This is an optimization exercise on Yosys and OpenROAD, whose aim is small area, not a production implementation. Only simulation tests tie the RTL to the original design; equivalence was not proved. Power is estimated from default activity; no workload was simulated.

===== config.mk =====
export PLATFORM = sky130hd
export DESIGN_NAME = frame_ctrl_top
export DESIGN_NICKNAME = frame_ctrl_top
export VERILOG_FILES = /design/flow/design.v
export SDC_FILE = /design/flow/constraint.sdc
export NUM_CORES = 4
export LEC_CHECK = 0
export CAP_MARGIN = 20
export CORE_MARGIN = 2
export CORE_UTILIZATION = 40
export SLEW_MARGIN = 20

===== constraint.sdc =====
create_clock -name core_clock -period 6.0 [get_ports {clk}]
set_input_delay 1.2000 -clock core_clock [delete_from_list [all_inputs] [get_ports {clk}]]
set_output_delay 1.2000 -clock core_clock [all_outputs]
set_load 0.01 [all_outputs]

===== design.v =====
package frame_ctrl_pkg;
    typedef logic [32-1:0] addr_t;
    typedef logic [7:0] byte_t;
    typedef logic [8*9-1:0] fm_word_t;
    typedef logic [8-1:0] buf_addr_t;
    typedef logic [7:0] frm_idx_t;
    typedef struct packed {
        logic [7:0] rsvd;
        addr_t saddr;
        logic [7:0] tag;
        logic dm_type;  
        logic [23-1:0] btt;
    } dm_cmd_t;
    typedef struct packed {
        logic en;
        buf_addr_t addr;
        fm_word_t data;
    } fm_wr_t;
    typedef enum logic [2:0] {IDLE, LOAD, CORE, SAVE, FINISH} seq_state_e;
    typedef enum logic [1:0] {STOP, CMD, XFER} eng_state_e;
endpackage
`timescale 1ns/1ps
module ctrl_regs (
    input  logic                     clk,
    input  logic                     rst_n,
    input  logic                     run_start,
    input  frame_ctrl_pkg::frm_idx_t frm_index,
    input  frame_ctrl_pkg::addr_t    dma_addr,
    output frame_ctrl_pkg::addr_t    load_addr,
    output frame_ctrl_pkg::addr_t    save_addr
);
    localparam frame_ctrl_pkg::addr_t STRIDE = 32'h0006_0000;
    localparam frame_ctrl_pkg::addr_t SAVE_OFS = STRIDE * 17;
    frame_ctrl_pkg::addr_t frm_ofs;
    assign frm_ofs = STRIDE * frame_ctrl_pkg::addr_t'(frm_index);
    always_ff @(posedge clk or negedge rst_n) begin
        if (!rst_n) begin
            load_addr <= '0;
            save_addr <= '0;
        end else if (run_start) begin
            load_addr <= dma_addr + frm_ofs;
            save_addr <= dma_addr + SAVE_OFS;  
        end
    end
endmodule
`timescale 1ns/1ps
module frame_seq (
    input  logic clk,
    input  logic rst_n,
    input  logic start,
    input  logic load_done,
    input  logic core_finish,
    input  logic save_done,
    output logic run_start,
    output logic load_go,
    output logic save_go,
    output logic core_valid,
    output logic irq
);
    frame_ctrl_pkg::seq_state_e state;
    always_ff @(posedge clk or negedge rst_n) begin
        if (!rst_n) begin
            state      <= frame_ctrl_pkg::IDLE;
            run_start  <= 1'b0;
            load_go    <= 1'b0;
            save_go    <= 1'b0;
            core_valid <= 1'b0;
            irq        <= 1'b0;
        end else begin
            run_start  <= 1'b0;
            load_go    <= 1'b0;
            save_go    <= 1'b0;
            core_valid <= 1'b0;
            irq        <= 1'b0;
            case (state)
                frame_ctrl_pkg::IDLE: begin
                    if (start) begin
                        state     <= frame_ctrl_pkg::LOAD;
                        run_start <= 1'b1;
                        load_go   <= 1'b1;
                    end
                end
                frame_ctrl_pkg::LOAD: begin
                    if (load_done) begin
                        state      <= frame_ctrl_pkg::CORE;
                        core_valid <= 1'b1;  
                    end
                end
                frame_ctrl_pkg::CORE: begin
                    if (core_finish) begin
                        state   <= frame_ctrl_pkg::SAVE;
                        save_go <= 1'b1;
                    end
                end
                frame_ctrl_pkg::SAVE: begin
                    if (save_done) begin
                        state <= frame_ctrl_pkg::FINISH;
                        irq   <= 1'b1;
                    end
                end
                default: state <= frame_ctrl_pkg::IDLE;  
            endcase
        end
    end
endmodule
`timescale 1ns/1ps
module fm_packer (
    input  logic                   clk,
    input  logic                   rst_n,
    input  logic                   clear,
    input  logic                   beat,
    input  logic                   sel,
    input  logic                   last,
    input  frame_ctrl_pkg::byte_t  data,
    output logic [8+8*9:0] wr  
);
    localparam int WB = 9;
    localparam int CW = $clog2(WB);
    localparam logic [CW-1:0] LAST_CNT = CW'(WB - 1);
    logic [8*(WB-1)-1:0] shift;  
    logic [CW-1:0] cnt;
    frame_ctrl_pkg::buf_addr_t addr;
    frame_ctrl_pkg::fm_word_t full_word, flush_word;
    logic full;
    logic wr_en;
    frame_ctrl_pkg::fm_word_t wr_data;
    assign wr = {wr_en, addr, wr_data};
    assign full      = sel && (cnt == LAST_CNT);
    assign full_word = {shift, data};
    always_comb begin
        if (sel) begin
            flush_word = full_word << (8 * (WB - 1 - int'(cnt)));
        end else begin
            flush_word = {8'h00, shift} << (8 * (WB - int'(cnt)));
        end
        wr_en   = beat && (full || (last && (sel || cnt != '0)));
        wr_data = last ? flush_word : full_word;
    end
    always_ff @(posedge clk or negedge rst_n) begin
        if (!rst_n) begin
            cnt  <= '0;
            addr <= '0;
        end else if (clear) begin
            cnt  <= '0;
            addr <= '0;
        end else begin
            if (beat && sel) cnt <= full ? '0 : cnt + 1'b1;
            if (wr_en) addr <= addr + 1'b1;
        end
    end
    always_ff @(posedge clk) begin
        if (beat && sel) shift <= {shift[8*(WB-2)-1:0], data};
    end
endmodule
`timescale 1ns/1ps
module fm_loader (
    input  logic                                           clk,
    input  logic                                           rst_n,
    input  logic                                           load_go,
    input  frame_ctrl_pkg::addr_t                          load_addr,
    input  logic                                           mm2s_cmd_ready,
    input  logic                                           s_tvalid,
    input  frame_ctrl_pkg::byte_t                          s_tdata,
    input  logic                                           s_tlast,
    output logic                                           mm2s_cmd_valid,
    output logic [71:0]                                    mm2s_cmd,
    output logic                                           s_tready,
    output logic [3*(8+8*9+1)-1:0] fm_wr,
    output logic                                           load_done
);
    localparam int COLS = 3;
    localparam int BTT_W = 23;
    localparam int WRW = 8 + 8 * 9 + 1;
    frame_ctrl_pkg::eng_state_e state;
    logic [COLS-1:0] col_sel;  
    logic beat;
    assign mm2s_cmd_valid = (state == frame_ctrl_pkg::CMD);
    assign mm2s_cmd = {8'h00, load_addr, 8'h00, 1'b0, BTT_W'(100)};
    assign s_tready  = (state == frame_ctrl_pkg::XFER);
    assign beat      = s_tvalid && s_tready;
    assign load_done = beat && s_tlast;
    always_ff @(posedge clk or negedge rst_n) begin
        if (!rst_n) begin
            state <= frame_ctrl_pkg::STOP;
        end else begin
            case (state)
                frame_ctrl_pkg::STOP: if (load_go) state <= frame_ctrl_pkg::CMD;
                frame_ctrl_pkg::CMD:  if (mm2s_cmd_ready) state <= frame_ctrl_pkg::XFER;
                frame_ctrl_pkg::XFER: if (load_done) state <= frame_ctrl_pkg::STOP;
                default: state <= frame_ctrl_pkg::STOP;
            endcase
        end
    end
    always_ff @(posedge clk or negedge rst_n) begin
        if (!rst_n) begin
            col_sel <= COLS'(1);
        end else if (load_go) begin
            col_sel <= COLS'(1);
        end else if (beat) begin
            col_sel <= {col_sel[COLS-2:0], col_sel[COLS-1]};
        end
    end
    for (genvar j = 0; j < COLS; j++) begin : g_col
        fm_packer i_fm_packer (
            .clk, .rst_n,
            .clear (load_go),
            .beat  (beat),
            .sel   (col_sel[j]),
            .last  (s_tlast),
            .data  (s_tdata),
            .wr    (fm_wr[WRW*j +: WRW])
        );
    end
endmodule
`timescale 1ns/1ps
module fm_saver (
    input  logic                                          clk,
    input  logic                                          rst_n,
    input  logic                                          save_go,
    input  frame_ctrl_pkg::addr_t                         save_addr,
    input  logic                                          s2mm_cmd_ready,
    input  logic                                          m_tready,
    input  logic [4*8*9-1:0]       fm_dout,
    output logic                                          s2mm_cmd_valid,
    output logic [71:0]                                   s2mm_cmd,
    output logic                                          m_tvalid,
    output frame_ctrl_pkg::byte_t                         m_tdata,
    output logic                                          m_tkeep,
    output logic                                          m_tlast,
    output frame_ctrl_pkg::buf_addr_t [4-1:0]   fm_rd_addr,
    output logic                                          save_done
);
    localparam int COLS = 4;
    localparam int WPT = 2;
    localparam int ROUNDS = 4;
    localparam int WB = 9;
    localparam int BTT_W = 23;
    localparam int SAVE_BYTES = COLS * WPT * WB * ROUNDS;
    localparam int CLW = (COLS > 1) ? $clog2(COLS) : 1;
    localparam int TW = (WPT > 1) ? $clog2(WPT) : 1;
    localparam int RW = (ROUNDS > 1) ? $clog2(ROUNDS) : 1;
    localparam int BW = $clog2(WB + 1);
    frame_ctrl_pkg::eng_state_e state;
    frame_ctrl_pkg::fm_word_t shift;
    logic [CLW-1:0] col;
    logic [TW-1:0] turn_cnt;
    logic [RW-1:0] round_cnt;
    logic [BW-1:0] bytes_left;
    logic last_word;
    logic fetch, hs, turn_end, col_end, final_word;
    assign s2mm_cmd_valid = (state == frame_ctrl_pkg::CMD);
    assign s2mm_cmd = {8'h00, save_addr, 8'h00, 1'b0, BTT_W'(SAVE_BYTES)};
    assign fetch      = (state == frame_ctrl_pkg::XFER) && (bytes_left == '0);
    assign turn_end   = (turn_cnt == TW'(WPT - 1));
    assign col_end    = (col == CLW'(COLS - 1));
    assign final_word = turn_end && col_end && (round_cnt == RW'(ROUNDS - 1));
    assign m_tvalid = (bytes_left != '0);
    assign m_tdata  = shift[8*WB-1 -: 8];
    assign m_tkeep  = 1'b1;
    assign m_tlast  = m_tvalid && last_word && (bytes_left == BW'(1));
    assign hs       = m_tvalid && m_tready;
    always_ff @(posedge clk or negedge rst_n) begin
        if (!rst_n) begin
            state      <= frame_ctrl_pkg::STOP;
            col        <= '0;
            turn_cnt   <= '0;
            round_cnt  <= '0;
            bytes_left <= '0;
            last_word  <= 1'b0;
            fm_rd_addr <= '0;
            save_done  <= 1'b0;
        end else begin
            save_done <= 1'b0;
            case (state)
                frame_ctrl_pkg::STOP: begin
                    if (save_go) begin
                        state      <= frame_ctrl_pkg::CMD;
                        col        <= '0;
                        turn_cnt   <= '0;
                        round_cnt  <= '0;
                        last_word  <= 1'b0;
                        fm_rd_addr <= '0;
                    end
                end
                frame_ctrl_pkg::CMD: if (s2mm_cmd_ready) state <= frame_ctrl_pkg::XFER;
                frame_ctrl_pkg::XFER: begin
                    if (fetch) begin
                        bytes_left      <= BW'(WB);
                        last_word       <= final_word;
                        fm_rd_addr[col] <= fm_rd_addr[col] + 1'b1;  
                        turn_cnt        <= turn_end ? '0 : turn_cnt + 1'b1;
                        if (turn_end) begin
                            col <= col_end ? '0 : col + 1'b1;
                            if (col_end) round_cnt <= round_cnt + 1'b1;
                        end
                    end else if (hs) begin
                        bytes_left <= bytes_left - 1'b1;
                        if (m_tlast) begin
                            state     <= frame_ctrl_pkg::STOP;
                            save_done <= 1'b1;
                        end
                    end
                end
                default: state <= frame_ctrl_pkg::STOP;
            endcase
        end
    end
    always_ff @(posedge clk) begin
        if (fetch) begin
            shift <= fm_dout[8*WB*col +: 8*WB];
        end else if (hs) begin
            shift <= shift << 8;
        end
    end
endmodule
`timescale 1ns/1ps
module frame_ctrl_top (
    input  logic                                              clk,
    input  logic                                              rst_n,
    input  logic                                              start,
    input  frame_ctrl_pkg::frm_idx_t                          frm_index,
    input  frame_ctrl_pkg::addr_t                             dma_addr,
    output logic                                              mm2s_cmd_valid,
    input  logic                                              mm2s_cmd_ready,
    output logic [71:0]                                       mm2s_cmd,
    input  logic                                              s_tvalid,
    output logic                                              s_tready,
    input  frame_ctrl_pkg::byte_t                             s_tdata,
    input  logic                                              s_tlast,
    output logic                                              s2mm_cmd_valid,
    input  logic                                              s2mm_cmd_ready,
    output logic [71:0]                                       s2mm_cmd,
    output logic                                              m_tvalid,
    input  logic                                              m_tready,
    output frame_ctrl_pkg::byte_t                             m_tdata,
    output logic                                              m_tkeep,
    output logic                                              m_tlast,
    output logic                                              core_valid,
    input  logic                                              core_finish,
    output logic [3*(8+8*9+1)-1:0] fm_wr,
    output logic [4*8-1:0]                 fm_rd_addr,
    input  logic [4*8*9-1:0]           fm_dout,
    output logic                                              irq
);
    logic run_start;
    logic load_go, load_done;
    logic save_go, save_done;
    frame_ctrl_pkg::addr_t load_addr, save_addr;
    ctrl_regs i_ctrl_regs (
        .clk, .rst_n, .run_start, .frm_index, .dma_addr,
        .load_addr, .save_addr
    );
    frame_seq i_frame_seq (
        .clk, .rst_n, .start, .load_done, .core_finish, .save_done,
        .run_start, .load_go, .save_go, .core_valid, .irq
    );
    fm_loader i_fm_loader (
        .clk, .rst_n, .load_go, .load_addr, .mm2s_cmd_ready,
        .s_tvalid, .s_tdata, .s_tlast,
        .mm2s_cmd_valid, .mm2s_cmd, .s_tready, .fm_wr, .load_done
    );
    fm_saver i_fm_saver (
        .clk, .rst_n, .save_go, .save_addr, .s2mm_cmd_ready, .m_tready, .fm_dout,
        .s2mm_cmd_valid, .s2mm_cmd, .m_tvalid, .m_tdata, .m_tkeep, .m_tlast,
        .fm_rd_addr, .save_done
    );
endmodule

===== run.sh =====
#!/bin/bash
# synth_recipe.tcl (not shown) runs the flow's synth.tcl, then flattens the netlist and writes it again
# the make line also repeats each setting of config.mk as NAME=value (left out here)
make -C /OpenROAD-flow-scripts/flow DESIGN_CONFIG=/design/flow/config.mk WORK_HOME=/design/flow/orfs CLKGATE_MAP_FILE= SYNTH_SCRIPT=/design/flow/synth_recipe.tcl finish

==> summary.md <==
| Metric | Value |
|---|---|
| Result of the run | complete, no violations |
| Number of setup buffers added after CTS | 0 |
| Die Height | 299 um |
| EDFF count, synth | 264 |
| Cts hold-fix bufs | 0 |
| Final critical-path required period | 5.90 ns |
| Synth top area cells | edfxtp_1 23%, dfrtp_1 10%, mux2i_1 8.9% |
| Setup clock skew after layout | 0.0132 ns |
| Endpoints failing hold | 0 |
| Largest vdd supply drop | 0.000413 V |
| Worst hold path class | flop to flop |
| Initial standard-cell utilization of the core | 40.2% |
| Syn. warnings | 5 |
| DRC viols | 0 |
| Kind of start point of the critical path | flop |
| First-pass GRT wire length | 226 mm |
| Synthesized netlist cell count | 3918 |
| P_int | 11500 uW |
| Net total in the final layout | 4797 |
| Total buffers and inverters traversed by the critical path | 2 |
| WL final | 155 mm |
| Synth Area per Inst | 8.90 um2 |
| Placeable core area | 86600 um2 |
| Post-synth top area share | 22.7% |
| Net switching power figure | 10400 uW |
| Worst Setup Path Type | flop to output port |
| Initial antenna violation count | 24 |
| Clock network fraction of total power | 15.1% |
| Share of cells above drive strength 1 | 10.5% |
| Detailed router's first-iteration violation count | 4483 |
| Series of cell instances along the critical path | inv_2 -> ha_4 -> and3b_1 -> and2_1 -> o21a_1 -> nand2_1 -> o221ai_1 -> clkdlybuf4s50_1 |
| Switching part of the total | 47.7% |
| Most used flip-flop cell after synthesis | edfxtp_1 |
| Vias in the first global route | 33000 |
| Clock-pin slew reported for the worst setup and hold paths after clock tree synthesis | 0.05 ns |
| Comb pwr share | 66.1% |
| Sink Count | 404 |
| Reported max-cap violation count | 0 |
| Part of the Yosys area used for sequential elements | 32.8% |
| Final total power | 21900 uW |
| Crit. End Element | output port |
| Die extent in x | 299 um |
| Final Max Tran Viols | 0 |
| RD Place Congestion | 0.962 |
| Clk root buf | clkbuf_16 |
| Largest net degree at the start of global routing | 152 |
| Fraction of power consumed by sequential logic | 18.8% |
| CTS tree | yes |
| Layout overhead on the synthesized area | 26.4% |
| Met3 capacity usage during global routing | 8.68% |
| CP Max Fanout | 28 |
| Top Family by Delay on Critical Path | buffers and inverters |
| Initial DRT Pass Iterations | 8 |
| Antenna-violating nets left | 0 |
| Count of buffers inserted at the top-level ports | 698 |
| Global routing usage on met1 | 43.5% |
| Post-synthesis cell type count | 97 |
| Setup slack, reg-to-reg | 2.41 ns |
| Vias/cell | 6.27 |
| Layer with the highest usage after global routing | met2 |
| Synthesized flop and latch total | 404 |
| Count of H-tree levels built during CTS | 2 |
| Die outline area | 89500 um2 |
| Vias | 35100 |
| Syn Std Cell Area | 34900 um2 |
| Global Route Usage Sum | 33.2% |
| Clk Latency, worst-skew pair | 0.62 ns |
| Crit path DAT | 4.70 ns |
| CTS-repair resized insts | 0 |
| Number of buffers on the longest clock path | 3 |
| Site Rows | 108 |
| Number of top-level pins | 780 |
| Leftover overflow at the end of global routing | 0 |
| Final-report setup violation count | 0 |
| Crit-path max cell delay | 0.63 ns |
| Slew Limit Headroom | 22.6% |
| Critical Path Slowest Stage Cell | clkdlybuf4s50_1 |
| Final HPWL DP | 111 mm |
| Required time of the worst setup path | 4.80 ns |
| WL per Instance | 27.6 um |
| Number of CTS-inserted buffers | 50 |
| Measured slew at the worst slew-check pin | 1.15 ns |
| Static Leak | 0.0167 uW |
| Maximum operating frequency | 0.169 GHz |
| Cell taking the most area after synthesis | edfxtp_1 |
| Portion of the clock cycle consumed by the worst path in the final layout | 98.4% |
| Met2 usage | 53.1% |
| Fraction of registers with async set or reset after synthesis | 34.7% |
| Accumulated negative setup slack | 0 ns |
| PD cells | 497 nW/um2 |
| Unrepaired setup endpoints after global routing | no |
[cells in the mapped netlist, types with 10 or more instances]
library cell    n
a221oi_1       44
a221o_1        10
mux4_2        105
nand4_1        26
o221ai_1       56
a22oi_1        35
nand3_1        53
o32ai_1        14
inv_1          46
mux2i_1       311
o211ai_1       32
ha_1           42
and2_1         15
dfrtp_1       139
clkbuf_1      194
a211oi_1      100
xor2_1         39
o21ai_1        10
o31ai_1        11
and3_1         26
a21boi_0       13
o32a_1         10
a21o_1         47
buf_1          39
edfxtp_1      264
nand2b_1       58
o21ai_0       158
o21a_1         45
buf_4         128
o2bb2ai_1      40
nor3_1         41
nand2_1       541
mux2_2         72
o22ai_1        54
nor2b_1        21
o22a_1         15
xnor2_1        24
a22o_1         36
a31oi_1        36
buf_2         106
a21oi_1       370
nor2_1        334
a2bb2oi_1      13
[sequential cells by signal (all words and copies together) (netlist names), 2 cells and up]
name and count:
i_fm_loader.g_col.i_fm_packer.shift 192, i_fm_saver.shift 72, i_ctrl_regs.load_addr 32, i_fm_saver.fm_rd_addr 32, i_fm_loader.g_col.i_fm_packer.addr 24, i_ctrl_regs.save_addr 15
i_fm_loader.g_col.i_fm_packer.cnt 12, i_fm_saver.bytes_left 4, i_fm_loader.col_sel 3, i_frame_seq.state 3, i_fm_loader.state 2, i_fm_saver.col 2
i_fm_saver.round_cnt 2, i_fm_saver.state 2
[worst paths after layout]
path                                                         startpoint                                        to  cells past startpoint
worst max-delay path            i_fm_loader.g_col[0].i_fm_packer.cnt[0]                                 fm_wr[45]                      8
worst min-delay path                            i_fm_saver.round_cnt[0]                   i_fm_saver.round_cnt[0]                      1
worst max register to register  i_fm_loader.g_col[0].i_fm_packer.cnt[0]  i_fm_loader.g_col[0].i_fm_packer.addr[7]                      9
worst min register to register                  i_fm_saver.round_cnt[0]                   i_fm_saver.round_cnt[0]                      1
max in group asynchronous                                         rst_n                         i_fm_saver.col[1]                      2
min in group asynchronous                                         rst_n                 i_ctrl_regs.save_addr[17]                      1
[power groups by stage]
stage                     Sequential, uW  Clock [uW]  Combinational [uW]
after floorplan                     3960           0                9350
after global placement              4150           0               14100
after detailed placement            4170           0               14100
after CTS                           4120        3350               14200
after global routing                4190        3440               15300
final                               4120        3300               14500
[stage by stage]
stage | utilization, % | setup WS [ns] | std cells | hold WS, ns | area [um2]
finish | 50.9 | 0.0952 | 5607 | 0.475 | 44100
global route | 50.9 | 0.0924 | 5607 | 0.515 | 44100
CTS | 50.9 | 0.323 | 5604 | 0.481 | 44100
detailed placement | 48.9 | 0.715 | 5511 | 0.473 | 42300
global placement | 48.9 | 0.653 | 5511 | 0.470 | 42300
floorplan | - | 1.85 | 3997 | 0.424 | 35200
[cells in the final DEF, fill, tap and decap left out, types with 38 or more instances in the layout]
| cell type | n |
|---|---|
| nand2b_1 | 57 |
| a221oi_1 | 44 |
| conb_1 | 81 |
| ha_1 | 39 |
| o2bb2ai_1 | 40 |
| edfxtp_1 | 264 |
| o22ai_1 | 54 |
| nand3_1 | 53 |
| o221ai_1 | 56 |
| mux4_2 | 105 |
| buf_4 | 131 |
| nor2_1 | 333 |
| clkdlybuf4s50_1 | 696 |
| a211oi_1 | 99 |
| clkbuf_16 | 51 |
| o21a_1 | 45 |
| mux2i_1 | 311 |
| o21ai_0 | 157 |
| dfrtp_1 | 128 |
| inv_1 | 43 |
| a21oi_1 | 369 |
| nor3_1 | 41 |
| xor2_1 | 38 |
| nand2_1 | 539 |
| mux2_2 | 72 |
| a21o_1 | 47 |
[cell families (layout without fill, tap and decap cells)]
kind of cell    count (synthesis)  count (layout)  synth area share, %
compound gates               1226            1226                 23.6
simple gates                 1164            1164                 14.6
buf+inv                       523             975                 7.50
mux                           488             488                 18.0
flops                         404             404                 32.8
xor+xnor                       67              67                 1.83
fa+ha+maj                      44              44                 1.62
other cells                     2              84               0.0215
[per-layer routing]
layer	vias up	part of all wire (%)
li1	15600	-
met5	-	0.12
met1	17000	38
met3	349	11
met2	2164	46
met4	30	4.3
[area by class of cell]
| cell class | count | area (um2) |
|---|---|---|
| diodes | 3 | 7.51 |
| clock buffers | 65 | 1390 |
| clock inverters | 28 | 352 |
| fillers | 8132 | 42600 |
| inverters | 50 | 188 |
| multi-input cells | 3070 | 21200 |
| flip-flops and latches | 404 | 11500 |
| well taps | 1155 | 1450 |
| repair buffers | 832 | 8040 |
[worst register-to-register path, delay by kind of cell (launching register included)]
kind / cells / cell delay [ns]
AOI/OAI and AO/OA: 2 / 1.07
xor gates and xnor gates: 1 / 0.19
adders and majority gates: 1 / 0.34
buffers and inverters: 2 / 0.98
DFF: 1 / 0.49
and+or+nand+nor: 3 / 0.39

==> re-timing with driven ports <==
How much do the figures lean on ideal ports? The routed layout below was timed once more, with nothing changed but the port constraints.
Step 1 assumes that a clkbuf_16 drives the clock port and a buf_2 every other input.
Step 2, shift: input delay + t, output delay - t, t = (earliest + latest rising clock arrival at the registers) / 2. This alone moves slack from input paths to output paths.
Slacks: no drivers / after step 1 / after step 2; pairs: no drivers / after step 1.
shift t [ns]: 0.681
slack for setup (ns): 0.095 / 0.026 / 0.585
latest minus earliest clock arrival (ns): 0.018 / 0.018
pins driven straight from the clock port: 1
After both steps setup and hold are still met in this run. The setup slack of this run moves by -0.069 ns with the drivers and by +0.490 ns with both steps.
